This design comes from an exercise in tuning for small area on the open sky130 flow, not from production work. Only simulation tests tie the RTL to the original design; equivalence was not proved. Power is estimated from default activity; no workload was simulated.

red:
==> flow/design.v <==
package fqs_pkg;
   localparam int DEPTH  = 16;
   localparam int DATA_W = 32;
   localparam int POS_W  = $clog2(DEPTH);
   localparam int CNT_W  = $clog2(DEPTH + 1);
   localparam logic signed [DATA_W-1:0] NONE_VALUE = -1;
   typedef enum logic [2:0] {
      CMD_ENQUEUE = 3'd0,
      CMD_DEQUEUE = 3'd1,
      CMD_FIND    = 3'd2,
      CMD_READ    = 3'd3,
      CMD_CLEAR   = 3'd4
   } cmd_type;
   typedef enum logic [2:0] {
      ST_OK        = 3'd0,
      ST_EMPTY     = 3'd1,
      ST_NOT_FOUND = 3'd2,
      ST_RANGE     = 3'd3,
      ST_FULL      = 3'd4
   } status_type;
   typedef struct packed {
      logic shift;
      logic load;
   } cell_ctrl_type;
endpackage
module fqs_cell (
   input  logic                                clock,
   input  logic                                shift,
   input  logic signed [fqs_pkg::DATA_W-1:0]   shift_value,
   input  logic signed [fqs_pkg::DATA_W-1:0]   key,
   output logic signed [fqs_pkg::DATA_W-1:0]   value,
   output logic                                hit
);
   logic signed [fqs_pkg::DATA_W-1:0] value_ff;
   always_ff @(posedge clock) begin
      if (shift) begin
         value_ff <= shift_value;
      end
   end
   assign value = value_ff;
   assign hit   = (value_ff == key);
endmodule
module fifo_queue_with_search_core (
   input  logic                clock,
   input  logic                reset,
   input  logic                req_valid,
   output logic                req_stall,
   input  logic [2:0]          req_command,
   input  logic signed [31:0]  req_item_value,
   input  logic [4:0]          req_position,
   output logic                rsp_valid,
   input  logic                rsp_stall,
   output logic [2:0]          rsp_status,
   output logic signed [31:0]  rsp_read_value,
   output logic [3:0]          rsp_found_position,
   output logic [4:0]          rsp_entry_count,
   output logic                rsp_is_empty_flag
);
   localparam int DEPTH = fqs_pkg::DEPTH;
   localparam int POS_W = fqs_pkg::POS_W;
   localparam int CNT_W = fqs_pkg::CNT_W;
   logic                               accept;
   logic [CNT_W-1:0]                   count_ff;
   logic [CNT_W-1:0]                   count_in;
   logic [POS_W-1:0]                   last;
   logic                               enq_ok;
   logic                               is_empty;
   logic                               is_full;
   logic signed [fqs_pkg::DATA_W-1:0]  cell_value [DEPTH];
   logic [DEPTH-1:0]                   cell_hit;
   logic [DEPTH-1:0]                   live_hit;
   logic [POS_W-1:0]                   found_slot;
   logic                               rsp_valid_ff;
   logic                               rsp_valid_in;
   fqs_pkg::status_type                status_ff;
   fqs_pkg::status_type                status_in;
   logic [POS_W-1:0]                   rd_slot_ff;
   logic [POS_W-1:0]                   rd_slot_in;
   logic                               rd_none_ff;
   logic                               rd_none_in;
   logic [POS_W-1:0]                   found_ff;
   logic [POS_W-1:0]                   found_in;
   logic                               found_hit;
   assign req_stall = rsp_valid_ff & rsp_stall;
   assign accept    = req_valid & ~req_stall;
   assign is_empty  = (count_ff == '0);
   assign is_full   = count_ff[CNT_W-1];
   assign last      = count_ff[POS_W-1:0] - POS_W'(1);
   genvar gi;
   generate
      for (gi = 0; gi < DEPTH; gi++) begin : g_cell
         localparam logic [CNT_W-1:0] IDX = gi;
         logic signed [fqs_pkg::DATA_W-1:0] below;
         if (gi == 0) begin : g_first
            assign below = req_item_value;
         end else begin : g_rest
            assign below = cell_value[gi-1];
         end
         assign live_hit[gi] = cell_hit[gi] & (IDX < count_ff);
         fqs_cell u_cell (
            .clock       (clock),
            .shift       (enq_ok),
            .shift_value (below),
            .key         (req_item_value),
            .value       (cell_value[gi]),
            .hit         (cell_hit[gi])
         );
      end
   endgenerate
   always_comb begin
      logic [7:0] h8;
      logic [3:0] h4;
      logic [1:0] h2;
      found_slot[3] = |live_hit[15:8];
      h8            = found_slot[3] ? live_hit[15:8] : live_hit[7:0];
      found_slot[2] = |h8[7:4];
      h4            = found_slot[2] ? h8[7:4] : h8[3:0];
      found_slot[1] = |h4[3:2];
      h2            = found_slot[1] ? h4[3:2] : h4[1:0];
      found_slot[0] = h2[1];
   end
   always_comb begin
      enq_ok     = 1'b0;
      count_in   = count_ff;
      status_in  = fqs_pkg::ST_OK;
      found_hit  = 1'b0;
      rd_slot_in = last;
      rd_none_in = is_empty;
      if (accept) begin
         unique case (req_command)
            fqs_pkg::CMD_ENQUEUE: begin
               if (is_full) begin
                  status_in = fqs_pkg::ST_FULL;
               end else begin
                  enq_ok     = 1'b1;
                  count_in   = count_ff + CNT_W'(1);
                  rd_slot_in = count_ff[POS_W-1:0];
               end
            end
            fqs_pkg::CMD_DEQUEUE: begin
               if (is_empty) begin
                  status_in = fqs_pkg::ST_EMPTY;
               end else begin
                  count_in = count_ff - CNT_W'(1);
               end
            end
            fqs_pkg::CMD_FIND: begin
               if (|live_hit) begin
                  found_hit = 1'b1;
               end else begin
                  status_in = fqs_pkg::ST_NOT_FOUND;
               end
            end
            fqs_pkg::CMD_READ: begin
               rd_slot_in = last - req_position[POS_W-1:0];
               if (CNT_W'(req_position) >= count_ff) begin
                  status_in  = fqs_pkg::ST_RANGE;
                  rd_none_in = 1'b1;
               end
            end
            fqs_pkg::CMD_CLEAR: begin
               count_in = '0;
            end
            default: begin
            end
         endcase
      end
      found_in = found_hit ? ~found_slot : POS_W'(0) - count_in[POS_W-1:0];
   end
   always_comb begin
      priority if (accept) begin
         rsp_valid_in = 1'b1;
      end else if (rsp_stall) begin
         rsp_valid_in = rsp_valid_ff;
      end else begin
         rsp_valid_in = 1'b0;
      end
   end
   always_ff @(posedge clock) begin
      if (reset) begin
         count_ff     <= '0;
         rsp_valid_ff <= 1'b0;
      end else begin
         count_ff     <= count_in;
         rsp_valid_ff <= rsp_valid_in;
      end
   end
   always_ff @(posedge clock) begin
      if (accept) begin
         status_ff  <= status_in;
         rd_slot_ff <= rd_slot_in;
         rd_none_ff <= rd_none_in;
         found_ff   <= found_in;
      end
   end
   assign rsp_valid          = rsp_valid_ff;
   assign rsp_status         = status_ff;
   assign rsp_read_value     = rd_none_ff ? fqs_pkg::NONE_VALUE : cell_value[rd_slot_ff];
   assign rsp_found_position = count_ff[POS_W-1:0] + found_ff;
   assign rsp_entry_count    = count_ff;
   assign rsp_is_empty_flag  = is_empty;
endmodule
export LEC_CHECK = 0
export CAP_MARGIN = 20
export CORE_MARGIN = 2
export CORE_UTILIZATION = 45
export GPL_TIMING_DRIVEN = 0
export SETUP_SLACK_MARGIN = 0.3
export SLEW_MARGIN = 20
create_clock -name core_clock -period 5.0 [get_ports {clock}]
standard.sh (not shown) runs the stock make flow with config.mk's settings and CLKGATE_MAP_FILE= SYNTH_SCRIPT=/design/flow/synth_recipe.tcl, a recipe that flattens the netlist after the stock synthesis.
==> flow/flow/run.sh <==
#!/bin/bash
# Layout flow: the standard ORFS flow (standard.sh), with these changes:
#  - the input and output ports are buffered with plain buf cells (buf_2 on
#    inputs, buf_1 on outputs) instead of the delay buffer buffer_ports picks;
#  - the buffers ABC inserted are removed at floorplan, so repair_design
#    buffers the nets that need it after placement;
#  - repair_design after placement may not use the largest buffers;
#  - CTS adds no dummy loads to balance the clock tree.
# Every tool's output goes to the ORFS logs under orfs/logs, and make's own
# output to standard.log in this folder.
set -euo pipefail
FLOW_DIR=$(cd "$(dirname "$0")" && pwd)
export DONT_BUFFER_PORTS=1
export PRE_GLOBAL_PLACE_TCL=$FLOW_DIR/buffer_ports.tcl
export PRE_RESIZE_TCL=$FLOW_DIR/resize_cells.tcl
export REMOVE_ABC_BUFFERS=1
export CTS_ARGS="-sink_clustering_enable -repair_clock_nets -buf_list sky130_fd_sc_hd__clkbuf_16 -sink_clustering_size 30 -sink_clustering_max_diameter 70 -dont_use_dummy_load"
bash standard.sh > standard.log 2>&1
==> flow/flow/buffer_ports.tcl <==
# Buffer every input (but the clock) and every output port.
buffer_ports -inputs -buffer_cell sky130_fd_sc_hd__buf_2
buffer_ports -outputs -buffer_cell sky130_fd_sc_hd__buf_1
==> flow/flow/resize_cells.tcl <==
# Keep repair_design to small buffers.
set_dont_use {sky130_fd_sc_hd__buf_6 sky130_fd_sc_hd__buf_8 sky130_fd_sc_hd__buf_12 sky130_fd_sc_hd__buf_16 sky130_fd_sc_hd__bufbuf_8 sky130_fd_sc_hd__bufbuf_16 sky130_fd_sc_hd__bufinv_8 sky130_fd_sc_hd__bufinv_16 sky130_fd_sc_hd__clkbuf_8 sky130_fd_sc_hd__clkbuf_16}
### red -> blue
diff --git a/flow/design.v b/flow/design.v
--- a/flow/design.v
+++ b/flow/design.v
@@ -81,5 +81,4 @@
    logic [POS_W-1:0]                   found_ff;
    logic [POS_W-1:0]                   found_in;
-   logic                               found_hit;
    assign req_stall = rsp_valid_ff & rsp_stall;
    assign accept    = req_valid & ~req_stall;
@@ -109,14 +108,10 @@
    endgenerate
    always_comb begin
-      logic [7:0] h8;
-      logic [3:0] h4;
-      logic [1:0] h2;
-      found_slot[3] = |live_hit[15:8];
-      h8            = found_slot[3] ? live_hit[15:8] : live_hit[7:0];
-      found_slot[2] = |h8[7:4];
-      h4            = found_slot[2] ? h8[7:4] : h8[3:0];
-      found_slot[1] = |h4[3:2];
-      h2            = found_slot[1] ? h4[3:2] : h4[1:0];
-      found_slot[0] = h2[1];
+      found_slot = '0;
+      for (int i = 0; i < DEPTH; i++) begin
+         if (live_hit[i]) begin
+            found_slot = POS_W'(i);
+         end
+      end
    end
    always_comb begin
@@ -124,5 +119,5 @@
       count_in   = count_ff;
       status_in  = fqs_pkg::ST_OK;
-      found_hit  = 1'b0;
+      found_in   = '0;
       rd_slot_in = last;
       rd_none_in = is_empty;
@@ -147,5 +142,5 @@
             fqs_pkg::CMD_FIND: begin
                if (|live_hit) begin
-                  found_hit = 1'b1;
+                  found_in = last - found_slot;
                end else begin
                   status_in = fqs_pkg::ST_NOT_FOUND;
@@ -166,5 +161,4 @@
          endcase
       end
-      found_in = found_hit ? ~found_slot : POS_W'(0) - count_in[POS_W-1:0];
    end
    always_comb begin
@@ -197,5 +191,5 @@
    assign rsp_status         = status_ff;
    assign rsp_read_value     = rd_none_ff ? fqs_pkg::NONE_VALUE : cell_value[rd_slot_ff];
-   assign rsp_found_position = count_ff[POS_W-1:0] + found_ff;
+   assign rsp_found_position = found_ff;
    assign rsp_entry_count    = count_ff;
    assign rsp_is_empty_flag  = is_empty;
Notes after the runs:
The post-placement cell area in blue sits about 1% below the value recorded for red. Delta (blue minus red): hold slack flat, total standard cell area after synthesis down about 0.6%. blue gives more total power than red did. For red, the critical path class was flop to output port, unlike blue, where it was input port to flop. Re number of setup violations in the final report: no difference whatsoever between blue and red. There was hardly any difference in routed length per placed instance between blue and red. blue has less setup slack than red.

## re-timing with driven ports
No port has a modelled driver above. Below, the same layouts with a new extraction and two added sets of constraints. Step 1 assumes that a clkbuf_16 drives the clock port and a buf_2 every other input. Step 2 moves the port delays by t, midway between the first and last clock arrival at a register: inputs arrive t later, outputs are due t later. That takes back most of the time a late clock gives input paths. Slacks: ideal / step 1 / step 2; pairs: ideal / step 1.
run | shift t [ns] | setup slack, ns | worst register clock-pin slew, ns
red | 0.674 | 0.337 / 0.271 / -0.096 | 0.11 / 0.11
blue | 0.623 | 0.137 / 0.130 / -0.493 | 0.11 / 0.11
With both steps, setup timing fails in red and blue, where it was met with ideal ports. The setup slack of blue, which loses most, moves by -0.007 ns with the drivers and by -0.630 ns with both steps.
